This design comes from an exercise in tuning for small area, a short achievable clock period and few clock cycles per item on the open sky130 flow, not from production work. The RTL was checked by simulation tests, not by an equivalence proof against the original design. No activity file was given, so power comes from the tool's default toggle rates.

`flow/flow/run.sh`:
```
#!/bin/bash
# The standard ORFS layout (the standard.sh: unchanged synthesis and steps),
# with two changes in how the layout is made:
#  - the port buffers that global placement puts on every input and output are
#    buf_4 cells instead of the flow's default choice;
#  - clock tree synthesis gets its options directly (larger sink clusters,
#    so the tree has fewer buffers).
# The full make/tool output goes to standard.log in the work folder.
set -euo pipefail
bash standard.sh finish \
  "BUFFER_PORTS_ARGS=-buffer_cell sky130_fd_sc_hd__buf_4" \
  "CTS_ARGS=-sink_clustering_enable -repair_clock_nets -sink_clustering_size 30 -sink_clustering_max_diameter 60 -buf_list {sky130_fd_sc_hd__clkbuf_8 sky130_fd_sc_hd__clkbuf_16} -root_buf sky130_fd_sc_hd__clkbuf_16" > standard.log 2>&1
```
`flow/standard.sh`:
```
#!/bin/bash
# synth_recipe.tcl (not shown) runs the flow's synth.tcl, then flattens the netlist and writes it again
# the make line also repeats each setting of config.mk as NAME=value (left out here)
make -C /OpenROAD-flow-scripts/flow DESIGN_CONFIG=/design/flow/config.mk WORK_HOME=/design/flow/orfs CLKGATE_MAP_FILE= SYNTH_SCRIPT=/design/flow/synth_recipe.tcl "${@:-finish}"
```
`flow/config.mk`:
```
export PLATFORM = sky130hd
export DESIGN_NAME = conway_top
export DESIGN_NICKNAME = conway_top
export VERILOG_FILES = /design/flow/design.v
export SDC_FILE = /design/flow/constraint.sdc
export NUM_CORES = 4
export LEC_CHECK = 0
export CAP_MARGIN = 20
export CORE_MARGIN = 2
export CORE_UTILIZATION = 60
export CTS_BUF_LIST = sky130_fd_sc_hd__clkbuf_8
export CTS_CLUSTER_DIAMETER = 50
export CTS_CLUSTER_SIZE = 20
export PLACE_DENSITY = 0.75
export SLEW_MARGIN = 20
```
`flow/constraint.sdc`:
```
create_clock -name core_clock -period 10.0 [get_ports {clk}]
set_input_delay 2.0000 -clock core_clock [delete_from_list [all_inputs] [get_ports {clk}]]
set_output_delay 2.0000 -clock core_clock [all_outputs]
set_load 0.01 [all_outputs]
```
`flow/design.v`:
```
`default_nettype none
package life_pkg;
  typedef struct packed {
    logic       valid;
    logic [7:0] data;
  } byte_beat_t;
  typedef enum logic [1:0] {
    OP_NONE,
    OP_RANDOMIZE,
    OP_STEP
  } engine_op_t;
  typedef struct packed {
    logic       valid;
    engine_op_t op;
  } engine_req_t;
  typedef struct packed {
    logic [4-1:0] y;
    logic [5-1:0]  x;
  } cell_addr_t;
  typedef enum logic [2:0] {
    ENG_IDLE,
    ENG_RANDOMIZE,
    ENG_COUNT,
    ENG_COPY,
    ENG_PRINT
  } engine_state_t;
  typedef enum logic [2:0] {PR_IDLE, PR_HOME, PR_CELLS, PR_CR, PR_LF} print_state_t;
endpackage
`default_nettype wire
`timescale 1ns/1ps
`default_nettype none
module conway_top (
  input  logic       clk,
  input  logic       boot_reset,
  input  logic       rx_valid,
  input  logic [7:0] rx_data,
  output logic       rx_ready,
  output logic       tx_valid,
  output logic [7:0] tx_data,
  input  logic       tx_ready
);
  localparam int          L         = 549;  
  localparam int          K         = 34;   
  localparam logic [15:0] LFSR_SEED = 16'hace1;
  localparam logic [15:0] LFSR_TAPS = 16'hb400;
  logic       ph_hdr;
  logic [3:0] ph_y;
  logic [5:0] ph_c;
  logic       nx_hdr;
  logic [3:0] nx_y;
  logic [5:0] nx_c;
  always_comb begin
    nx_hdr = ph_hdr;
    nx_y   = ph_y;
    nx_c   = ph_c + 1'b1;
    if (ph_hdr) begin
      if (ph_c == 6'd4) begin
        nx_hdr = 1'b0;
        nx_y   = 4'd0;
        nx_c   = 6'd0;
      end
    end else if (ph_c == 6'd33) begin
      nx_c = 6'd0;
      if (ph_y == 4'd15) nx_hdr = 1'b1;
      else               nx_y   = ph_y + 1'b1;
    end
  end
  logic is_cell, y0, y15, dead;
  assign is_cell = !ph_hdr && !ph_c[5];
  assign y0   = (ph_y == 4'd0);
  assign y15  = (ph_y == 4'd15);
  assign dead = ph_hdr && (ph_c == 6'd0);
  logic [L-1:0]  ring;
  logic [K:1]    old;     
  logic [31:0]   lp;      
  logic          cap_u;   
  logic [15:0]   lfsr;
  logic          zero;    
  logic          pass_rand;
  logic          pass_step;
  logic n_x0, n_x31, n_y0, n_y15;
  logic nb_ul, nb_u, nb_ur, nb_l, nb_r, nb_dl, nb_d, nb_dr;
  always_comb begin
    nb_u  = n_y0 ? ring[38] : old[33];
    nb_ul = n_y0 ? (n_x0 ? ring[7] : ring[39]) : (n_x0 ? old[2] : old[34]);
    nb_ur = n_x31 ? cap_u : (n_y0 ? ring[37] : old[32]);
    nb_l  = n_x0 ? ring[L-32] : ring[0];
    nb_r  = n_x31 ? old[30] : ring[L-2];
    nb_dl = n_y15 ? lp[29] : (n_x0 ? ring[L-66] : ring[L-34]);
    nb_d  = n_y15 ? lp[28] : ring[L-35];
    nb_dr = n_y15 ? lp[27] : (n_x31 ? ring[L-4] : ring[L-36]);
  end
  function automatic logic [4:0] count4(input logic a, b, c, d);
    logic pa, qa, pb, qb;
    pa = a ^ b;
    qa = a & b;
    pb = c ^ d;
    qb = c & d;
    count4[0] = !(a | b | c | d);
    count4[1] = (pa ^ pb) && !qa && !qb;
    count4[2] = (qa && !pb && !qb) || (qb && !pa && !qa) || (pa && pb);
    count4[3] = (qa && pb) || (qb && pa);
    count4[4] = qa && qb;
  endfunction
  logic [4:0] cnt_a, cnt_b;
  logic       eq2, eq3, next_alive, nxt_alive;
  logic       cell_val;
  assign cnt_a = count4(nb_ul, nb_u, nb_ur, nb_l);
  assign cnt_b = count4(nb_r, nb_dl, nb_d, nb_dr);
  assign eq2 = (cnt_a[0] && cnt_b[2]) || (cnt_a[1] && cnt_b[1]) || (cnt_a[2] && cnt_b[0]);
  assign eq3 = (cnt_a[0] && cnt_b[3]) || (cnt_a[1] && cnt_b[2]) ||
               (cnt_a[2] && cnt_b[1]) || (cnt_a[3] && cnt_b[0]);
  assign next_alive = eq3 || (ring[L-1] && eq2);
  assign cell_val   = pass_rand ? lfsr[0] :
                      zero      ? 1'b0    :
                      pass_step ? nxt_alive : ring[0];
  always_ff @(posedge clk) begin
    ring  <= {ring[L-2:1], cell_val, ring[L-1]};
    old   <= {old[K-1:1], ring[0]};
    lp    <= {lp[30:0], (is_cell && y0) ? ring[0] : lp[31]};
    if (n_x0) cap_u <= nb_u;
    n_x0  <= ph_hdr ? (ph_c == 6'd3) : (ph_c == 6'd32);
    n_x31 <= !ph_hdr && (ph_c == 6'd29);
    n_y0  <= ph_hdr || (y0 && !ph_c[5]);
    n_y15 <= !ph_hdr && (ph_c[5] ? (ph_y == 4'd14) : y15);
    nxt_alive <= next_alive;
  end
  logic       fa;         
  logic       is_auto;    
  logic       running;
  logic [2:0] arm_cnt;    
  logic       fin;        
  logic       sync;       
  logic       nb_hdr;     
  logic [3:0] nb_y;
  logic [5:0] nb_c;
  logic       nb_eq;      
  logic fire, free, accept, is_rand, is_step, is_run, cmd_frame, auto_go, start;
  logic want, load, miss, last_fire, last_slot;
  logic [7:0] slot_byte;
  assign fire      = tx_valid && tx_ready;
  assign free      = !tx_valid || tx_ready;
  assign accept    = rx_valid && rx_ready;
  assign is_rand   = (rx_data == 8'h30);
  assign is_step   = (rx_data == 8'h31);
  assign is_run    = (rx_data == 8'h20);
  assign cmd_frame = accept && (is_rand || (is_step && !running));
  assign auto_go   = rx_ready && !rx_valid && running && (arm_cnt == 3'd5);
  assign start     = cmd_frame || auto_go;
  assign want      = fa && !fin && (sync || nb_eq);
  assign load      = want && free;
  assign miss      = fa && !fin && sync && !free;
  assign last_fire = fire && fin;
  assign last_slot = !ph_hdr && (ph_y == 4'd15) && (ph_c == 6'd33);
  always_comb begin
    if (ph_hdr) begin
      case (ph_c[2:0])
        3'd1:    slot_byte = 8'h1b;
        3'd2:    slot_byte = 8'h5b;
        3'd3:    slot_byte = 8'h3b;
        default: slot_byte = 8'h48;
      endcase
    end else if (!ph_c[5]) begin
      slot_byte = cell_val ? 8'h4f : 8'h20;
    end else if (!ph_c[0]) begin
      slot_byte = 8'h0d;
    end else begin
      slot_byte = 8'h0a;
    end
  end
  always_ff @(posedge clk) begin
    if (pass_rand && is_cell) begin
      lfsr <= {1'b0, lfsr[15:1]} ^ (lfsr[0] ? LFSR_TAPS : 16'h0000);
    end
    if (rx_ready || load) begin
      tx_data <= slot_byte;
    end
    if (sync) begin
      nb_hdr <= ph_hdr;
      nb_y   <= ph_y;
      nb_c   <= ph_c;
    end
    nb_eq <= !sync && (nb_hdr == nx_hdr) && (nb_y == nx_y) && (nb_c == nx_c);
    if (start || load) sync <= 1'b1;
    else if (miss)     sync <= 1'b0;
    if (start)     fin <= 1'b0;
    else if (load) fin <= last_slot;
    if (start) begin
      is_auto   <= auto_go;
      pass_step <= !(cmd_frame && is_rand);
    end else if (dead) begin
      pass_step <= 1'b0;
    end
    if (!running || (last_fire && is_auto)) begin
      arm_cnt <= 3'd0;
    end else if (dead && arm_cnt != 3'd5) begin
      arm_cnt <= arm_cnt + 1'b1;
    end
    if (boot_reset) begin
      ph_hdr    <= 1'b1;
      ph_y      <= 4'd15;
      ph_c      <= 6'd0;
      fa        <= 1'b0;
      tx_valid  <= 1'b0;
      rx_ready  <= 1'b0;
      running   <= 1'b0;
      pass_rand <= 1'b0;
      zero      <= 1'b1;
      lfsr      <= LFSR_SEED;
    end else begin
      ph_hdr <= nx_hdr;
      ph_y   <= nx_y;
      ph_c   <= nx_c;
      if (start) begin
        tx_valid  <= 1'b1;
        fa        <= 1'b1;
        pass_rand <= cmd_frame && is_rand;
        if (cmd_frame && is_rand) zero <= 1'b0;
      end else if (load) begin
        tx_valid <= 1'b1;
      end else if (fire) begin
        tx_valid <= 1'b0;
      end
      if (last_fire) fa <= 1'b0;
      if (dead) pass_rand <= 1'b0;
      if (accept && is_run) begin
        running <= !running;
      end else if (accept && is_step && running) begin
        running <= 1'b0;
      end
      rx_ready <= dead && !(fa && !last_fire);
    end
  end
endmodule
`default_nettype wire
```
==> results of run 1 <==
registers in the layout, indices dropped and copies added, names as in the netlist, 3 cells and up:
name and flops:
ph_y 4, lfsr 16, nb_c 6, lp 32, nb_y 4, tx_data 7
ph_c 6, arm_cnt 3, ring 549, old 34
layout make-up:
class / instances / area, µm² / share of cell area (%)
sequential: 680 / 13800 / 80.5
multi-input combinational: 251 / 1700 / 9.88
clock buffer: 33 / 803 / 4.68
tap: 335 / 419 / 2.44
clock inverter: 14 / 190 / 1.11
timing repair buffer: 20 / 150 / 0.875
inverter: 22 / 82.6 / 0.481
layer usage:
metal	vias to the layer above	routed length, µm	GRT usage [%]	share of wire (%)
met4	0	461	4.12	2.6
li1	3185	-	-	-
met1	2911	9410	20.3	53
met2	82	7200	18.9	41
met5	-	0	0	0
met3	35	559	2.27	3.2
worst paths after layout:
kind              start  cells past startpoint    endpoint
min           ring[505]                      0   ring[506]
max reg2reg        n_x0                      8   nxt_alive
min reg2reg   ring[505]                      0   ring[506]
max          tx_data[3]                      1  tx_data[3]
report_power, final:
group          total [mW]  internal [mW]  switching, mW
clock network        1.43          0.632          0.798
registers            2.75           2.74         0.0161
logic              0.0719         0.0328         0.0391
total                4.25           3.40          0.853
cell families after synthesis:
logic type,share of synthesized area [%]
flops,88.2
xor+xnor,0.894
buf+inv,1.02
other cells,0.0239
fa+ha+maj,1.52
mux,1.09
simple gates,4.63
compound gates,2.66
through the flow:
| step | setup WS (ps) | power [mW] | hold WS (ps) |
|---|---|---|---|
| finish | 6830 | 4.25 | 327 |
| global placement | 6390 | 2.89 | 311 |
| floorplan | 6600 | 2.86 | 310 |
| detailed placement | 6330 | 2.89 | 312 |
| global route | 6800 | 4.40 | 332 |
| CTS | 6800 | 4.30 | 332 |
placed cells by master (no fill, tap or decap), types with 3 or more instances in the layout:
cell       Yosys  final
dfxtp_1      659    659
nand2_1       52     52
clkbuf_16      0     31
inv_1         22     22
nor2_1        21     21
edfxtp_1      21     21
buf_4          2     20
ha_1          19     19
a21oi_1       17     17
nand3_1       15     15
o21ai_0       14     14
xnor2_1       10     10
mux2i_1        9      9
nor3_1         7      7
a211oi_1       7      7
xor2_1         6      6
a31oi_1        4      4
o211ai_1       4      4
mux2_2         4      4
or2_2          3      3
and2_1         3      3
and3_1         3      3
or3_1          3      3
nor3b_1        3      3
nor2b_1        3      3
nand2b_1       3      3
==> flow_metrics.env, run 1 <==
export IMPL_drv_slew=0
export IMPL_clkTransAtPathRegs_ps=100
export IMPL_grtUsageTotal_pct=13.1
export IMPL_end_kind="primary output"
export IMPL_cts_tree="built"
export IMPL_startpoint_type="flip-flop"
export IMPL_synthCells=967
export IMPL_grt_pass1_vias=6131
export IMPL_cts_root_buf="clkbuf_16"
export IMPL_grt_first_pass_wirelength_mm=30.0
export IMPL_post_cts_buffers=0
export IMPL_dpl_hpwl_mm=9.75
export IMPL_grt_start_max_net_pins=31
export IMPL_final_fill_count=1818
export IMPL_synthTopCellsByCount="659 x dfxtp_1, 52 x nand2_1, 22 x inv_1, 21 x edfxtp_1, 21 x nor2_1"
export IMPL_cts_resized=0
export IMPL_ant_nets=0
export IMPL_relSlewSlack_pct=59.6
export IMPL_synth_area_um2=15700
export IMPL_ys_flop_type="dfxtp_1"
export IMPL_synth_cell_types=62
export IMPL_synth_most_common_cell="dfxtp_1"
export IMPL_leakage_nw=6.90
export IMPL_post_route_drc_count=0
export IMPL_ir_drop_v=0.000173
export IMPL_synth_ff_latch_count=680
export IMPL_path_class="reg2out"
export IMPL_synth_area_leaders="dfxtp_1 84%, edfxtp_1 4.0%, ha_1 1.5%"
export IMPL_critical_path_buf_inv_count=1
export IMPL_max_cap_viol_count=0
export IMPL_area_delta_synth_final_pct=9.47
export IMPL_vias_per_cell=4.59
export IMPL_htreeDepth=1
export IMPL_gp_congestion=0.805
export IMPL_port_buffers=20
export IMPL_critPathTopFamily="flip-flops"
export IMPL_finalCriticalPeriod_ps=3170
export IMPL_yosysWarnings=1
export IMPL_setup_viol=0
export IMPL_max_freq_ghz=0.316
export IMPL_fin_setup_tns_ps=0
export IMPL_fin_cells=1355
export IMPL_vias=6213
export IMPL_hold_viol_final=0
export IMPL_syn_nets=998
export IMPL_cts_hold_buffers_added=0
export IMPL_period_share_pct=31.7
export IMPL_die_area_um2=27400
export IMPL_crit_chain="buf_4"
export IMPL_r2r_slack_ps=7640
export IMPL_synth_top_cell_by_area="dfxtp_1"
export IMPL_clock_sinks=680
export IMPL_grt_ovfl_total=0
export IMPL_synth_top_cell_area_share_pct=84.1
export IMPL_rsz0062_at_grt="no"
export IMPL_diodes=0
export IMPL_io_pins=22
export IMPL_drt_pass1_iterations=4
export IMPL_seq_area_frac_synth_pct=88.2
export IMPL_rows=59
export IMPL_insertion_delay_ps=570
export IMPL_worstHoldPathType="reg2reg"
export IMPL_max_slew_worst_pin_slew_ps=605
export IMPL_crit_required_ps=8000
export IMPL_status="timing/DRC/antenna clean"
export IMPL_placed_cells=1308
export IMPL_clock_skew_ps=17.6
export IMPL_die_h_um=166
export IMPL_core_area_um2=25800
export IMPL_wl_per_cell_um=13.0
export IMPL_layout_drive_gt1_share_pct=8.53
export IMPL_die_x_um=166
export IMPL_max_stage_delay_ps=430
export IMPL_synth_edf_count=21
export IMPL_antenna_found_initial=0
export IMPL_avgSynthCellArea_um2=16.2
export IMPL_crit_fanout=1
export IMPL_synthArstFlopShare_pct=0
export IMPL_finalInstanceArea_um2=17200
export IMPL_power_density_nw_per_um2=248
export IMPL_start_util_pct=60.7
export IMPL_cts_buffer_depth=3
export IMPL_cts_buffers=30
export IMPL_utilization_pct=66.4
export IMPL_drt_iter0_drc=331
export IMPL_critPathSlowestCell="edfxtp_1"
export IMPL_placed_cell_area_um2=16200
export IMPL_drt_total_wl_mm=17.6
export IMPL_arrival_ps=1170
export IMPL_layout_nets=1036
Testbench counts, summed over its fixed seeds: cycles 52,704, frames 96.
==> run 2: changes to the inputs <==
--- a/flow/flow/run.sh
+++ b/flow/flow/run.sh
@@ -11,2 +11,2 @@
   "BUFFER_PORTS_ARGS=-buffer_cell sky130_fd_sc_hd__buf_4" \
-  "CTS_ARGS=-sink_clustering_enable -repair_clock_nets -sink_clustering_size 30 -sink_clustering_max_diameter 60 -buf_list {sky130_fd_sc_hd__clkbuf_8 sky130_fd_sc_hd__clkbuf_16} -root_buf sky130_fd_sc_hd__clkbuf_16" > standard.log 2>&1
+  "CTS_ARGS=-sink_clustering_enable -repair_clock_nets -sink_clustering_size 32 -sink_clustering_max_diameter 60 -buf_list sky130_fd_sc_hd__clkbuf_16" > standard.log 2>&1
==> flow_metrics.env, run 2 <==
export IMPL_power_density_nw_per_um2=251
export IMPL_max_slew_worst_pin_slew_ps=607
export IMPL_diodes=0
export IMPL_final_common_cell="dfxtp_1"
export IMPL_leakage_nw=6.94
export IMPL_critical_path_buf_inv_count=1
export IMPL_synthArstFlopShare_pct=0
export IMPL_synth_edf_count=21
export IMPL_critPathTopFamily="flip-flops"
export IMPL_cts_hold_buffers_added=0
export IMPL_drt_total_wl_mm=18.0
export IMPL_clkTransAtPathRegs_ps=110
export IMPL_synth_top_cell_area_share_pct=84.1
export IMPL_post_route_drc_count=0
export IMPL_die_x_um=166
export IMPL_area_delta_synth_final_pct=9.93
export IMPL_core_area_um2=25800
export IMPL_max_cap_viol_count=0
export IMPL_antenna_found_initial=0
export IMPL_worstHoldPathType="reg2reg"
export IMPL_layout_nets=1036
export IMPL_ant_nets=0
export IMPL_synth_area_leaders="dfxtp_1 84%, edfxtp_1 4.0%, ha_1 1.5%"
export IMPL_critPathSlowestCell="edfxtp_1"
export IMPL_startpoint_type="flip-flop"
export IMPL_cts_resized=0
export IMPL_ir_drop_v=0.000203
export IMPL_grt_first_pass_wirelength_mm=30.6
export IMPL_path_class="reg2out"
export IMPL_synthCells=967
export IMPL_grtUsageTotal_pct=13.4
export IMPL_gp_congestion=0.805
export IMPL_avgSynthCellArea_um2=16.2
export IMPL_vias_per_cell=4.56
export IMPL_utilization_pct=66.7
export IMPL_largest_register="ring"
export IMPL_cts_buffer_depth=3
export IMPL_grt_ovfl_total=0
export IMPL_vias=6211
export IMPL_period_share_pct=31.7
export IMPL_end_kind="primary output"
export IMPL_layout_common_cells="659 x dfxtp_1, 52 x nand2_1, 31 x clkbuf_16"
export IMPL_yosysWarnings=1
export IMPL_synth_most_common_cell="dfxtp_1"
export IMPL_synthTopCellsByCount="659 x dfxtp_1, 52 x nand2_1, 22 x inv_1, 21 x edfxtp_1, 21 x nor2_1"
export IMPL_synth_ff_latch_count=680
export IMPL_syn_nets=998
export IMPL_rows=59
export IMPL_hold_viol_final=0
export IMPL_clock_skew_ps=20.9
export IMPL_grt_pass1_vias=6125
export IMPL_io_pins=22
export IMPL_crit_fanout=1
export IMPL_largest_register_ffs=549
export IMPL_synth_area_um2=15700
export IMPL_drt_iter0_drc=339
export IMPL_biggestRegsByFlops="ring x549, old x34, lp x32"
export IMPL_start_util_pct=60.7
export IMPL_cts_tree="built"
export IMPL_ys_flop_type="dfxtp_1"
export IMPL_layout_drive_gt1_share_pct=8.76
export IMPL_synth_cell_types=62
export IMPL_cts_buffers=30
export IMPL_grt_start_max_net_pins=33
export IMPL_wl_per_cell_um=13.2
export IMPL_seq_area_frac_synth_pct=88.2
export IMPL_status="timing/DRC/antenna clean"
export IMPL_setup_viol=0
export IMPL_drt_pass1_iterations=5
export IMPL_arrival_ps=1170
export IMPL_port_buffers=20
export IMPL_relSlewSlack_pct=59.5
export IMPL_max_stage_delay_ps=430
export IMPL_synth_top_cell_by_area="dfxtp_1"
export IMPL_die_area_um2=27400
export IMPL_drv_slew=0
export IMPL_crit_chain="buf_4"
export IMPL_insertion_delay_ps=570
export IMPL_fin_setup_tns_ps=0
export IMPL_die_h_um=166
export IMPL_crit_required_ps=8000
export IMPL_finalCriticalPeriod_ps=3170
export IMPL_post_cts_buffers=0
export IMPL_htreeDepth=1
export IMPL_cts_root_buf="clkbuf_16"
export IMPL_dpl_hpwl_mm=9.75
export IMPL_rsz0062_at_grt="no"
export IMPL_max_freq_ghz=0.316
export IMPL_clock_sinks=680
run 2: cell counts after synthesis:
Identical to the previous run, type by type.
run 2: cells by family (layout without fill, tap and decap cells):
family / Yosys count / in the layout / synth area share, %
other: 1 / 1 / 0.0239
buffers and inverters: 36 / 96 / 1.02
DFF: 680 / 680 / 88.2
xor gates and xnor gates: 16 / 16 / 0.894
and+or+nand+nor: 136 / 136 / 4.63
AOI/OAI and AO/OA: 64 / 64 / 2.66
adders and majority gates: 19 / 19 / 1.52
muxes: 15 / 15 / 1.09
run 2: metal layers:
layer	GRT usage (%)	up-vias	wire length (µm)	part of all wire [%]
met4	4.01	0	413	2.3
li1	-	3199	-	-
met2	19.4	91	7350	41
met5	0	-	0	0
met3	2.37	29	595	3.3
met1	20.7	2892	9680	54
run 2: worst paths after layout:
check,to,cells after the start,start,slack [ps]
setup / recovery,tx_data[3],1,tx_data[3],6830
hold / removal,ring[230],0,ring[229],320
setup reg to reg,nxt_alive,8,n_x0,7610
hold reg to reg,ring[230],0,ring[229],320
run 2: stage by stage:
stage	power (mW)	setup WS, ps	instance area, µm²	hold slack [ps]	cells
floorplan	2.86	6600	15700	310	967
global placement	2.89	6390	16200	311	1308
detailed placement	2.89	6330	16200	312	1308
CTS	4.36	6800	17200	328	1362
global route	4.47	6790	17200	324	1362
finish	4.32	6830	17200	323	1362
run 2: layout make-up:
| type | instances | area (µm²) |
|---|---|---|
| clock buffers | 31 | 776 |
| clock inverters | 23 | 289 |
| fillers | 1820 | 8600 |
| inverters | 22 | 82.6 |
| multi-input cells | 251 | 1700 |
| flip-flops and latches | 680 | 13800 |
| well taps | 335 | 419 |
| repair buffers | 20 | 150 |
run 2: report_power, final:
group          switching (mW)  internal (mW)
clock network           0.837          0.660
logic                  0.0391         0.0328
registers              0.0161           2.74
total                   0.892           3.43
==> run 3: changes to the inputs <==
--- a/flow/flow/run.sh
+++ b/flow/flow/run.sh
@@ -11,2 +11,2 @@
   "BUFFER_PORTS_ARGS=-buffer_cell sky130_fd_sc_hd__buf_4" \
-  "CTS_ARGS=-sink_clustering_enable -repair_clock_nets -sink_clustering_size 32 -sink_clustering_max_diameter 60 -buf_list sky130_fd_sc_hd__clkbuf_16" > standard.log 2>&1
+  "CTS_ARGS=-sink_clustering_enable -repair_clock_nets -sink_clustering_size 40 -sink_clustering_max_diameter 45 -buf_list sky130_fd_sc_hd__clkbuf_16" > standard.log 2>&1
==> flow_metrics.env, run 3 <==
export IMPL_startpoint_type="input pin"
export IMPL_final_common_cell="dfxtp_1"
export IMPL_die_x_um=166
export IMPL_power_total_mw=4.58
export IMPL_cts_resized=0
export IMPL_port_buffers=20
export IMPL_placed_cells=1308
export IMPL_synth_edf_count=21
export IMPL_fin_setup_tns_ps=0
export IMPL_insertion_delay_ps=550
export IMPL_vias_per_cell=4.56
export IMPL_cts_tree="built"
export IMPL_cts_buffers=39
export IMPL_ir_drop_v=0.000219
export IMPL_multi_input_area_um2=1700
export IMPL_placed_cell_area_um2=16200
export IMPL_grt_start_max_net_pins=34
export IMPL_finalCriticalPeriod_ps=3140
export IMPL_biggestRegsByFlops="ring x549, old x34, lp x32"
export IMPL_yosysWarnings=1
export IMPL_synth_area_um2=15700
export IMPL_cts_hold_buffers_added=0
export IMPL_reg2reg_from="n_x0"
export IMPL_antenna_found_initial=0
export IMPL_synth_most_common_cell="dfxtp_1"
export IMPL_rows=59
export IMPL_regArea_um2=13800
export IMPL_layout_common_cells="659 x dfxtp_1, 52 x nand2_1, 39 x clkbuf_16"
export IMPL_ant_nets=0
export IMPL_avgSynthCellArea_um2=16.2
export IMPL_io_pins=22
export IMPL_hold_viol_final=0
export IMPL_rsz0062_at_grt="no"
export IMPL_power_density_nw_per_um2=261
export IMPL_layout_nets=1045
export IMPL_end_kind="flip-flop"
export IMPL_grt_ovfl_total=0
export IMPL_finalInstanceArea_um2=17600
export IMPL_synth_ff_latch_count=680
export IMPL_r2r_slack_ps=7610
export IMPL_crit_fanout=5
export IMPL_synthArstFlopShare_pct=0
export IMPL_setup_viol=0
export IMPL_reg2regPathDepth=8
export IMPL_whs_endpoint="ring[34]"
export IMPL_drt_iter0_drc=292
export IMPL_max_freq_ghz=0.318
export IMPL_arrival_ps=3360
export IMPL_grt_pass1_vias=6230
export IMPL_synth_area_leaders="dfxtp_1 84%, edfxtp_1 4.0%, ha_1 1.5%"
export IMPL_synthCells=967
export IMPL_clkTransAtPathRegs_ps=100
export IMPL_grtUsageTotal_pct=13.8
export IMPL_cts_buffer_depth=3
export IMPL_worstHoldPathType="reg2reg"
export IMPL_min_path_cells=0
export IMPL_post_cts_buffers=0
export IMPL_hp_start="ring[33]"
export IMPL_wl_per_cell_um=13.3
export IMPL_grt_first_pass_wirelength_mm=31.1
export IMPL_ys_flop_type="dfxtp_1"
export IMPL_r2r_end="nxt_alive"
export IMPL_status="timing/DRC/antenna clean"
export IMPL_start_util_pct=60.7
export IMPL_synthTopCellsByCount="659 x dfxtp_1, 52 x nand2_1, 22 x inv_1, 21 x edfxtp_1, 21 x nor2_1"
export IMPL_vias=6287
export IMPL_die_h_um=166
export IMPL_seq_area_frac_synth_pct=88.2
export IMPL_largest_register="ring"
export IMPL_final_fill_count=1766
export IMPL_die_area_um2=27400
export IMPL_post_route_drc_count=0
export IMPL_gp_congestion=0.805
export IMPL_fin_cells=1378
export IMPL_max_cap_viol_count=0
export IMPL_cts_root_buf="clkbuf_16"
export IMPL_crit_required_ps=10220
export IMPL_leakage_nw=7.09
export IMPL_largest_register_ffs=549
export IMPL_period_share_pct=31.4
export IMPL_drv_slew=0
export IMPL_drt_pass1_iterations=4
export IMPL_area_delta_synth_final_pct=12.1
export IMPL_max_slew_worst_pin_slew_ps=603
export IMPL_clock_skew_ps=44.6
export IMPL_relSlewSlack_pct=59.7
export IMPL_clock_sinks=680
export IMPL_synth_top_cell_area_share_pct=84.1
export IMPL_dpl_hpwl_mm=9.75
export IMPL_diodes=0
export IMPL_drt_total_wl_mm=18.3
export IMPL_htreeDepth=2
export IMPL_layout_drive_gt1_share_pct=10.3
export IMPL_synth_cell_types=62
export IMPL_synth_top_cell_by_area="dfxtp_1"
export IMPL_syn_nets=998
export IMPL_path_class="in2reg"
export IMPL_core_area_um2=25800
run 3: cell counts after synthesis:
Identical to the previous run, type by type.
run 3: final cells by class:
cell class,instances,area share [%]
well taps,335,2.39
flip-flops and latches,680,78.7
multi-input cells,251,9.65
clock buffers,39,5.56
repair buffers,20,0.855
inverters,22,0.470
clock inverters,31,2.40
run 3: power breakdown:
group,switching [mW],total [mW],internal [mW]
clock network,0.955,1.75,0.800
logic,0.0391,0.0718,0.0328
registers,0.0161,2.75,2.74
total,1.01,4.58,3.57
run 3: how the worst max path moves through the flow:
stage | from | endpoint | cells past startpoint
after floorplan | rx_data[1] | is_auto | 4
after global placement | rx_data[1] | is_auto | 5
after detailed placement | rx_data[1] | is_auto | 5
after CTS | rx_data[1] | is_auto | 5
after global routing | rx_data[1] | is_auto | 5
final | rx_data[1] | is_auto | 5
run 3: worst max-delay path, cell delays in order:
cell and delay [ps]:
buf_4 110, or4b_1 530, nor4_2 340, a31oi_1 240
inv_1 150
run 3: cell families (layout without fill, tap and decap cells):
kind of cell | after synthesis | in the layout | synth area share, %
buffers and inverters | 36 | 112 | 1.02
other | 1 | 1 | 0.0239
adder cells (fa/ha/maj) | 19 | 19 | 1.52
flip-flops | 680 | 680 | 88.2
multiplexers | 15 | 15 | 1.09
XOR/XNOR | 16 | 16 | 0.894
AO/OA/AOI/OAI | 64 | 64 | 2.66
AND/OR/NAND/NOR | 136 | 136 | 4.63
run 3: layer usage:
layer / GRT usage, % / wire [µm] / vias to the layer above
met5: 0 / 0 / -
li1: - / - / 3232
met2: 19.6 / 7470 / 87
met4: 5.26 / 497 / 0
met1: 20.8 / 9650 / 2925
met3: 3.15 / 672 / 43
run 3: stage by stage:
step | hold slack [ps] | utilization, % | setup slack (ps)
2_1_floorplan | 310 | - | 6600
3_3_place_gp | 311 | 62.6 | 6390
3_5_place_dp | 312 | 62.6 | 6330
4_1_cts | 276 | 68.0 | 6880
5_1_grt | 285 | 68.0 | 6780
6_report | 279 | 68.0 | 6860
==> run 4: changes to the inputs <==
--- a/flow/design.v
+++ b/flow/design.v
@@ -154,18 +154,26 @@
   assign last_slot = !ph_hdr && (ph_y == 4'd15) && (ph_c == 6'd33);
+  function automatic logic [7:0] code_byte(input logic [2:0] code);
+    case (code)
+      3'd0:    code_byte = 8'h1b;
+      3'd1:    code_byte = 8'h5b;
+      3'd2:    code_byte = 8'h3b;
+      3'd3:    code_byte = 8'h48;
+      3'd4:    code_byte = 8'h4f;
+      3'd5:    code_byte = 8'h20;
+      3'd6:    code_byte = 8'h0d;
+      default: code_byte = 8'h0a;
+    endcase
+  endfunction
+  logic [2:0] slot_code;
+  logic [2:0] tx_code;
   always_comb begin
     if (ph_hdr) begin
-      case (ph_c[2:0])
-        3'd1:    slot_byte = 8'h1b;
-        3'd2:    slot_byte = 8'h5b;
-        3'd3:    slot_byte = 8'h3b;
-        default: slot_byte = 8'h48;
-      endcase
+      slot_code = {1'b0, ph_c[1:0] - 2'd1};    
     end else if (!ph_c[5]) begin
-      slot_byte = cell_val ? 8'h4f : 8'h20;
-    end else if (!ph_c[0]) begin
-      slot_byte = 8'h0d;
+      slot_code = cell_val ? 3'd4 : 3'd5;
     end else begin
-      slot_byte = 8'h0a;
-    end
-  end
+      slot_code = {2'b11, ph_c[0]};            
+    end
+  end
+  assign slot_byte = code_byte(slot_code);
   always_ff @(posedge clk) begin
@@ -175,3 +183,6 @@
     if (rx_ready || load) begin
+      tx_code <= slot_code;
       tx_data <= slot_byte;
+    end else begin
+      tx_data <= code_byte(tx_code);
     end
==> flow/flow/run.sh (replaced) <==
#!/bin/bash
# The standard ORFS layout (the standard.sh: unchanged synthesis and steps),
# with two changes in how the layout is made:
#  - the port buffers that global placement puts on every input and output are
#    buf_4 cells instead of the flow's default choice;
#  - timing repair works with a larger setup margin, so it also speeds up the
#    paths that already meet the 10 ns clock (constraints are unchanged).
# The full make/tool output goes to standard.log in the work folder.
set -euo pipefail
bash standard.sh finish \
  "BUFFER_PORTS_ARGS=-buffer_cell sky130_fd_sc_hd__buf_4" \
  "SETUP_SLACK_MARGIN=7.0" > standard.log 2>&1
==> flow_metrics.env, run 4 <==
export IMPL_drt_total_wl_mm=18.4
export IMPL_critical_path_buf_inv_count=1
export IMPL_htreeDepth=2
export IMPL_cts_buffer_depth=3
export IMPL_grt_start_max_net_pins=22
export IMPL_io_pins=22
export IMPL_antenna_found_initial=0
export IMPL_synth_top_cell_by_area="dfxtp_1"
export IMPL_finalCriticalPeriod_ps=3060
export IMPL_synth_cell_types=57
export IMPL_synthTopCellsByCount="666 x dfxtp_1, 53 x nand2_1, 27 x nor2_1, 22 x inv_1"
export IMPL_crit_chain="buf_6"
export IMPL_cts_tree="built"
export IMPL_max_slew_worst_pin_slew_ps=723
export IMPL_critPathSlowestCell="dfxtp_4"
export IMPL_max_stage_delay_ps=370
export IMPL_synthArstFlopShare_pct=0
export IMPL_max_cap_viol_count=0
export IMPL_fin_cells=1389
export IMPL_ys_flop_type="dfxtp_1"
export IMPL_grt_pass1_vias=6467
export IMPL_gp_congestion=0.778
export IMPL_avgSynthCellArea_um2=15.9
export IMPL_cts_buffers=43
export IMPL_synthCells=994
export IMPL_ir_drop_v=0.000141
export IMPL_cts_root_buf="clkbuf_8"
export IMPL_fin_setup_tns_ps=0
export IMPL_ant_nets=0
export IMPL_layout_common_cells="657 x dfxtp_1, 53 x nand2_1, 46 x clkbuf_8"
export IMPL_start_util_pct=60.8
export IMPL_synth_ff_latch_count=683
export IMPL_clock_sinks=683
export IMPL_whs_ps=314
export IMPL_post_route_drc_count=0
export IMPL_insertion_delay_ps=580
export IMPL_synth_area_um2=15800
export IMPL_crit_fanout=2
export IMPL_grt_first_pass_wirelength_mm=31.3
export IMPL_rsz0062_at_grt="yes"
export IMPL_crit_required_ps=8000
export IMPL_grt_ovfl_total=0
export IMPL_vias=6413
export IMPL_path_class="reg2out"
export IMPL_diodes=0
export IMPL_drt_iter0_drc=368
export IMPL_max_freq_ghz=0.327
export IMPL_dpl_hpwl_mm=9.96
export IMPL_status="timing/DRC/antenna clean"
export IMPL_relSlewSlack_pct=51.4
export IMPL_die_x_um=166
export IMPL_drt_pass1_iterations=4
export IMPL_syn_nets=1023
export IMPL_worstHoldPathType="reg2reg"
export IMPL_hold_viol_final=0
export IMPL_period_share_pct=30.6
export IMPL_startpoint_type="flip-flop"
export IMPL_clkTransAtPathRegs_ps=110
export IMPL_layout_nets=1070
export IMPL_die_area_um2=27600
export IMPL_port_buffers=20
export IMPL_area_delta_synth_final_pct=8.37
export IMPL_arrival_ps=1060
export IMPL_rows=59
export IMPL_biggestRegsByFlops="ring x549, old x34, lp x32"
export IMPL_largest_register_ffs=549
export IMPL_synth_edf_count=17
export IMPL_wl_per_cell_um=13.3
export IMPL_layout_drive_gt1_share_pct=9.87
export IMPL_synth_most_common_cell="dfxtp_1"
export IMPL_grtUsageTotal_pct=13.7
export IMPL_seq_area_frac_synth_pct=87.8
export IMPL_setup_slack_ps=6940
export IMPL_clock_skew_ps=24.1
export IMPL_end_kind="primary output"
export IMPL_synth_area_leaders="dfxtp_1 85%, edfxtp_1 3.2%, ha_1 1.3%"
export IMPL_critPathTopFamily="flip-flops"
export IMPL_leakage_nw=6.86
export IMPL_placed_cells=1330
export IMPL_yosysWarnings=1
export IMPL_pre_cts_slack_ps=6330
export IMPL_core_area_um2=25900
export IMPL_synth_top_cell_area_share_pct=84.6
export IMPL_final_common_cell="dfxtp_1"
export IMPL_setup_viol=0
export IMPL_largest_register="ring"
export IMPL_vias_per_cell=4.62
export IMPL_power_density_nw_per_um2=239
export IMPL_drv_slew=0
export IMPL_die_h_um=166
-- run 4: power by group --
part / switching [mW] / total (mW) / leakage (nW) / internal (mW)
combinational: 0.0433 / 0.0832 / 0.925 / 0.0399
clock: 0.771 / 1.23 / 0.403 / 0.464
sequential: 0.0167 / 2.76 / 5.53 / 2.75
total: 0.831 / 4.08 / 6.86 / 3.25
-- run 4: worst paths after layout --
| path | startpoint | to | slack [ps] | depth (start not counted) |
|---|---|---|---|---|
| worst min register to register | ring[519] | ring[520] | 310 | 0 |
| worst max register to register | ph_c[0] | nb_eq | 7500 | 8 |
| worst min-delay path | ring[519] | ring[520] | 310 | 0 |
| worst max-delay path | rx_ready | rx_ready | 6940 | 1 |
-- run 4: cells by family (layout without fill, tap and decap cells) --
group	Yosys count	after routing	synth area share, %
AOI/OAI and AO/OA	77	77	3.23
other	1	1	0.0238
adders and majority gates	17	17	1.35
muxes	14	14	1.02
and+or+nand+nor	147	147	4.67
DFF	683	683	87.8
xor gates and xnor gates	14	14	0.778
buffers and inverters	41	101	1.11
-- run 4: routing by layer --
layer	routed length, µm	GRT usage, %
met1	9860	20.7
met2	7340	19.6
met3	689	2.81
met4	539	5.48
met5	0	0
-- run 4: area by class of cell --
cell class / count / area, µm²
clock buffer: 46 / 633
fill: 1762 / 8830
tap: 335 / 419
inverter: 22 / 82.6
multi-input combinational: 270 / 1770
sequential: 683 / 13900
clock inverter: 12 / 126
timing repair buffer: 21 / 191
-- run 4: repair_timing --
action,CTS,global route
buffers inserted,1,0
hold buffers,0,0
resized for setup,18,2
setup endpoints to repair,13,14
pin swaps,1,0
-- run 4: per-stage QoR --
step,utilization (%),total power [mW],instance area [µm²]
after floorplan,-,2.87,15800
after global placement,62.8,2.90,16300
after detailed placement,62.8,2.90,16300
after CTS,65.9,4.13,17100
after global routing,65.9,4.24,17100
final,65.9,4.08,17100
Testbench counts of run 4, summed over its fixed seeds: cycles 52,704, frames 96.
==> run 5: changes to the inputs <==
--- a/flow/config.mk
+++ b/flow/config.mk
@@ -9,3 +9,3 @@
 export CORE_MARGIN = 2
-export CORE_UTILIZATION = 60
+export CORE_UTILIZATION = 70
 export CTS_BUF_LIST = sky130_fd_sc_hd__clkbuf_8
@@ -13,3 +13,3 @@
 export CTS_CLUSTER_SIZE = 20
-export PLACE_DENSITY = 0.75
+export PLACE_DENSITY = 0.82
 export SLEW_MARGIN = 20
==> flow_metrics.env, run 5 <==
export IMPL_final_fill_count=1260
export IMPL_cts_tree="built"
export IMPL_cts_buffers=41
export IMPL_setup_viol=0
export IMPL_cts_buffer_depth=3
export IMPL_diodes=0
export IMPL_fin_setup_tns_ps=0
export IMPL_crit_chain="buf_6"
export IMPL_crit_fanout=3
export IMPL_antenna_found_initial=0
export IMPL_critPathTopFamily="flip-flops"
export IMPL_power_total_mw=3.99
export IMPL_ys_flop_type="dfxtp_1"
export IMPL_gp_congestion=0.811
export IMPL_max_cap_viol_count=0
export IMPL_wl_per_cell_um=14.7
export IMPL_drt_total_wl_mm=19.5
export IMPL_r2r_slack_ps=7540
export IMPL_synth_cell_types=57
export IMPL_end_kind="primary output"
export IMPL_synthCells=994
export IMPL_setup_slack_ps=6950
export IMPL_synth_area_um2=15800
export IMPL_synthTopCellsByCount="666 x dfxtp_1, 53 x nand2_1, 27 x nor2_1, 22 x inv_1"
export IMPL_grt_first_pass_wirelength_mm=32.2
export IMPL_max_slew_worst_pin_slew_ps=631
export IMPL_power_density_nw_per_um2=236
export IMPL_avgSynthCellArea_um2=15.9
export IMPL_layout_nets=1069
export IMPL_synth_ff_latch_count=683
export IMPL_pre_cts_slack_ps=6330
export IMPL_die_h_um=154
export IMPL_largest_register_ffs=549
export IMPL_grt_start_max_net_pins=22
export IMPL_htreeDepth=2
export IMPL_max_stage_delay_ps=380
export IMPL_vias=6457
export IMPL_layout_drive_gt1_share_pct=9.26
export IMPL_yosysWarnings=1
export IMPL_period_share_pct=30.5
export IMPL_arrival_ps=1050
export IMPL_io_pins=22
export IMPL_clkTransAtPathRegs_ps=110
export IMPL_fin_cells=1327
export IMPL_synth_top_cell_area_share_pct=84.6
export IMPL_drt_pass1_iterations=4
export IMPL_synthArstFlopShare_pct=0
export IMPL_grt_ovfl_total=0
export IMPL_insertion_delay_ps=580
export IMPL_seq_area_frac_synth_pct=87.8
export IMPL_path_class="reg2out"
export IMPL_dpl_hpwl_mm=11.0
export IMPL_cts_root_buf="clkbuf_8"
export IMPL_rsz0062_at_grt="yes"
export IMPL_final_common_cell="dfxtp_1"
export IMPL_crit_required_ps=8000
export IMPL_rows=54
export IMPL_biggestRegsByFlops="ring x549, old x34, lp x32"
export IMPL_largest_register="ring"
export IMPL_grtUsageTotal_pct=17.0
export IMPL_placed_cells=1275
export IMPL_relSlewSlack_pct=57.6
export IMPL_ant_nets=0
export IMPL_drv_slew=0
export IMPL_post_route_drc_count=0
export IMPL_die_area_um2=23700
export IMPL_critPathSlowestCell="dfxtp_2"
export IMPL_finalCriticalPeriod_ps=3050
export IMPL_core_area_um2=22000
export IMPL_hold_viol_final=0
export IMPL_synth_top_cell_by_area="dfxtp_1"
export IMPL_clock_skew_ps=20.4
export IMPL_regArea_um2=13900
export IMPL_status="timing/DRC/antenna clean"
export IMPL_die_x_um=154
export IMPL_max_freq_ghz=0.328
export IMPL_start_util_pct=71.8
export IMPL_startpoint_type="flip-flop"
export IMPL_synth_most_common_cell="dfxtp_1"
export IMPL_synth_edf_count=17
export IMPL_ir_drop_v=0.000160
export IMPL_critical_path_buf_inv_count=1
export IMPL_cts_hold_buffers_added=0
export IMPL_worstHoldPathType="reg2reg"
export IMPL_grt_pass1_vias=6486
export IMPL_utilization_pct=77.0
export IMPL_port_buffers=20
export IMPL_multi_input_area_um2=1770
export IMPL_clock_sinks=683
export IMPL_vias_per_cell=4.87
export IMPL_layout_common_cells="657 x dfxtp_1, 53 x nand2_1, 42 x clkbuf_8"
export IMPL_drt_iter0_drc=245
export IMPL_syn_nets=1023
export IMPL_synth_area_leaders="dfxtp_1 85%, edfxtp_1 3.2%, ha_1 1.3%"
export IMPL_area_delta_synth_final_pct=7.23
export IMPL_leakage_nw=6.80
==> run 5: cell count changes in the layout (fill, tap and decap cells not counted), sizes merged <==
cell    change
inv         -1
clkinv      -2
bufinv      -1
buf         +1
clkbuf      -4
==> run 5: final timing paths <==
| kind | cells after the start | endpoint | start |
|---|---|---|---|
| setup / recovery | 1 | tx_valid | tx_valid |
| hold / removal | 0 | ring[541] | ring[540] |
| setup reg to reg | 7 | nb_eq | ph_c[0] |
| hold reg to reg | 0 | ring[541] | ring[540] |
==> run 5: layer usage <==
| layer | GRT usage [%] | wire length [µm] | up-vias |
|---|---|---|---|
| li1 | - | - | 3284 |
| met1 | 25.2 | 9930 | 3034 |
| met2 | 25.4 | 8460 | 96 |
| met3 | 3.16 | 631 | 43 |
| met4 | 6.28 | 463 | 0 |
| met5 | 0 | 0 | - |
==> run 5: timing repair <==
action	CTS	global route
gates resized for setup	17	4
pin swaps	1	0
endpoints found under the setup margin	13	17
buffers inserted	1	1
==> run 5: cell families after synthesis <==
| logic type | share of synthesized area (%) |
|---|---|
| AOI/OAI and AO/OA | 3.23 |
| xor gates and xnor gates | 0.778 |
| adders and majority gates | 1.35 |
| buffers and inverters | 1.11 |
| DFF | 87.8 |
| muxes | 1.02 |
| other | 0.0238 |
| and+or+nand+nor | 4.67 |
==> run 5: final cells by class <==
class / instances / share of cell area, %
clock buffers: 42 / 3.42
clock inverters: 8 / 0.348
inverters: 22 / 0.489
multi-input cells: 270 / 10.5
flip-flops and latches: 683 / 82.0
well taps: 280 / 2.07
repair buffers: 22 / 1.20
==> run 5: per-stage QoR <==
stage / area, µm² / hold WS (ps)
final: 16900 / 321
after CTS: 16900 / 323
after global routing: 16900 / 330
after detailed placement: 16200 / 312
after floorplan: 15800 / 310
after global placement: 16200 / 311
==> run 5: power breakdown <==
part / internal (mW) / switching, mW / total (mW)
sequential: 2.75 / 0.0166 / 2.76
clock: 0.394 / 0.744 / 1.14
combinational: 0.0401 / 0.0444 / 0.0844
==> run 6: changes to the inputs <==
==> flow/flow/run.sh (replaced) <==
#!/bin/bash
# The standard ORFS layout (the standard.sh, unchanged synthesis and steps),
# with one change: the port buffers that global placement inserts on every input
# and output are buf_4 cells instead of the flow's default choice.
# The full make/tool output goes to standard.log in the work folder.
set -euo pipefail
bash standard.sh finish "BUFFER_PORTS_ARGS=-buffer_cell sky130_fd_sc_hd__buf_4" > standard.log 2>&1
--- a/flow/config.mk
+++ b/flow/config.mk
@@ -9,3 +9,3 @@
 export CORE_MARGIN = 2
-export CORE_UTILIZATION = 70
+export CORE_UTILIZATION = 60
 export CTS_BUF_LIST = sky130_fd_sc_hd__clkbuf_8
@@ -13,3 +13,3 @@
 export CTS_CLUSTER_SIZE = 20
-export PLACE_DENSITY = 0.82
+export PLACE_DENSITY = 0.75
 export SLEW_MARGIN = 20
==> flow_metrics.env, run 6 <==
export IMPL_status="timing/DRC/antenna clean"
export IMPL_synthCells=994
export IMPL_biggestRegsByFlops="ring x549, old x34, lp x32"
export IMPL_placed_cells=1330
export IMPL_syn_nets=1023
export IMPL_setup_viol=0
export IMPL_vias_per_cell=4.61
export IMPL_relSlewSlack_pct=55.3
export IMPL_final_common_cell="dfxtp_1"
export IMPL_drv_slew=0
export IMPL_drt_pass1_iterations=5
export IMPL_yosysWarnings=1
export IMPL_rows=59
export IMPL_fin_cells=1387
export IMPL_max_freq_ghz=0.308
export IMPL_startpoint_type="flip-flop"
export IMPL_area_delta_synth_final_pct=7.79
export IMPL_grtUsageTotal_pct=13.4
export IMPL_cts_buffers=42
export IMPL_power_frac_clock_pct=30.0
export IMPL_period_share_pct=32.5
export IMPL_post_cts_buffers=0
export IMPL_ir_drop_v=0.000191
export IMPL_antenna_found_initial=0
export IMPL_io_pins=22
export IMPL_internal_power_mw=3.24
export IMPL_layout_nets=1068
export IMPL_synth_cell_types=57
export IMPL_crit_fanout=5
export IMPL_gp_congestion=0.797
export IMPL_vias=6390
export IMPL_grt_pass1_vias=6331
export IMPL_cts_resized=0
export IMPL_cts_buffer_depth=3
export IMPL_crit_chain="buf_4"
export IMPL_drt_iter0_drc=322
export IMPL_arrival_ps=1250
export IMPL_end_kind="primary output"
export IMPL_grt_ovfl_total=0
export IMPL_wl_per_cell_um=13.0
export IMPL_cts_hold_buffers_added=0
export IMPL_max_slew_worst_pin_slew_ps=667
export IMPL_htreeDepth=2
export IMPL_clock_skew_ps=17.7
export IMPL_die_h_um=166
export IMPL_port_buffers=20
export IMPL_die_area_um2=27600
export IMPL_cts_tree="built"
export IMPL_sequentialPowerShare_pct=68.1
export IMPL_grt_start_max_net_pins=22
export IMPL_drt_total_wl_mm=18.0
export IMPL_avgSynthCellArea_um2=15.9
export IMPL_diodes=0
export IMPL_layout_common_cells="666 x dfxtp_1, 53 x nand2_1, 46 x clkbuf_8"
export IMPL_crit_required_ps=8000
export IMPL_synth_area_um2=15800
export IMPL_clock_sinks=683
export IMPL_path_class="reg2out"
export IMPL_largest_register_ffs=549
export IMPL_synthArstFlopShare_pct=0
export IMPL_finalCriticalPeriod_ps=3250
export IMPL_cts_root_buf="clkbuf_8"
export IMPL_synth_edf_count=17
export IMPL_synth_ff_latch_count=683
export IMPL_power_density_nw_per_um2=239
export IMPL_max_stage_delay_ps=500
export IMPL_critPathSlowestCell="dfxtp_1"
export IMPL_critical_path_buf_inv_count=1
export IMPL_synth_most_common_cell="dfxtp_1"
export IMPL_switchingPower_mw=0.814
export IMPL_critPathTopFamily="flip-flops"
export IMPL_core_area_um2=25900
export IMPL_layout_drive_gt1_share_pct=8.46
export IMPL_die_x_um=166
export IMPL_synth_top_cell_by_area="dfxtp_1"
export IMPL_hold_viol_final=0
export IMPL_dpl_hpwl_mm=10.2
export IMPL_largest_register="ring"
export IMPL_ys_flop_type="dfxtp_1"
export IMPL_ant_nets=0
export IMPL_leakage_nw=6.83
export IMPL_max_cap_viol_count=0
export IMPL_p_sw_share_pct=20.1
export IMPL_seq_area_frac_synth_pct=87.8
export IMPL_pwr_share_comb_pct=1.9
export IMPL_synth_area_leaders="dfxtp_1 85%, edfxtp_1 3.2%, ha_1 1.3%"
export IMPL_grt_first_pass_wirelength_mm=30.6
export IMPL_rsz0062_at_grt="no"
export IMPL_worstHoldPathType="reg2reg"
export IMPL_clkTransAtPathRegs_ps=110
export IMPL_fin_setup_tns_ps=0
export IMPL_insertion_delay_ps=570
export IMPL_synth_top_cell_area_share_pct=84.6
export IMPL_synthTopCellsByCount="666 x dfxtp_1, 53 x nand2_1, 27 x nor2_1, 22 x inv_1"
export IMPL_start_util_pct=60.8
export IMPL_post_route_drc_count=0
-- run 6: worst paths after layout --
path | end | cells after the start | slack, ps | from
max reg2reg | nxt_alive | 8 | 7540 | n_x0
max | rx_ready | 1 | 6750 | rx_ready
min | ring[21] | 0 | 320 | ring[20]
min reg2reg | ring[21] | 0 | 320 | ring[20]
-- run 6: final cells by class --
| class | instances | area, µm² |
|---|---|---|
| clock buffers | 46 | 633 |
| clock inverters | 11 | 118 |
| fillers | 1776 | 8920 |
| inverters | 22 | 82.6 |
| multi-input cells | 270 | 1750 |
| flip-flops and latches | 683 | 13800 |
| well taps | 335 | 419 |
| repair buffers | 20 | 150 |
-- run 6: cells by family (layout without fill, tap and decap cells) --
logic type                 after synthesis  after routing  share of synthesized area, %
DFF                                    683            683                          87.8
and+or+nand+nor                        147            147                          4.67
AOI/OAI and AO/OA                       77             77                          3.23
buffers and inverters                   41             99                          1.11
adders and majority gates               17             17                          1.35
xor gates and xnor gates                14             14                         0.778
muxes                                   14             14                          1.02
other                                    1              1                        0.0238
-- run 6: per-stage QoR --
| stage | hold slack, ps | utilization, % | setup WS (ps) | total power [mW] | area, µm² |
|---|---|---|---|---|---|
| after floorplan | 310 | - | 6450 | 2.87 | 15800 |
| after global placement | 310 | 62.7 | 6240 | 2.90 | 16200 |
| after detailed placement | 312 | 62.7 | 6210 | 2.90 | 16200 |
| after CTS | 314 | 65.6 | 6750 | 4.10 | 17000 |
| after global routing | 319 | 65.6 | 6700 | 4.21 | 17000 |
| final | 322 | 65.6 | 6750 | 4.05 | 17000 |
-- run 6: power groups by stage --
stage | clock network [mW] | logic (mW) | registers, mW
2_1_floorplan | 0 | 0.0536 | 2.82
3_3_place_gp | 0 | 0.0738 | 2.82
3_5_place_dp | 0 | 0.0763 | 2.83
4_1_cts | 1.26 | 0.0767 | 2.76
5_1_grt | 1.36 | 0.0849 | 2.77
6_report | 1.22 | 0.0761 | 2.76
-- run 6: per-layer routing --
layer / share of wire (%) / global-route usage [%]
met2: 39 / 18.6
met3: 4.2 / 2.86
met1: 53 / 20.5
met5: 0 / 0
met4: 2.8 / 5.29

what the ideal ports hide:
The flow's constraints put no driver on any port. The routed layouts listed below were extracted and timed again, unchanged, in two steps.
Step 1 assumes that a clkbuf_16 drives the clock port and a buf_2 every other input.
Step 2 times the ports against the registers' clock, not the clock port: input delays grow and output delays shrink by t, the midpoint of the rising clock arrivals with the driver on.
a / b / c = ideal / step 1 / step 2; a / b = the first two.
run	t (ns)	slack for setup (ns)	hold slack, ns	worst setup path at the end	clock arrival spread, ns
run 1	0.609	6.832 / 6.786 / 6.340	0.327 / 0.327 / 0.327	input to register	0.022 / 0.022
run 2	0.611	6.832 / 6.785 / 6.317	0.323 / 0.323 / 0.323	input to register	0.028 / 0.027
run 3	0.573	6.856 / 6.877 / 6.306	0.279 / 0.279 / 0.279	input to register	0.048 / 0.049
run 4	0.605	6.942 / 6.902 / 6.470	0.314 / 0.314 / 0.314	input to register	0.036 / 0.037
run 5	0.604	6.953 / 6.914 / 6.467	0.321 / 0.321 / 0.321	input to register	0.024 / 0.024
run 6	0.603	6.754 / 6.713 / 6.216	0.322 / 0.322 / 0.322	input to register	0.023 / 0.023
After both steps setup and hold are still met in every run listed. The setup slack of run 3, which loses most, moves by +0.021 ns with the drivers and by -0.550 ns with both steps.
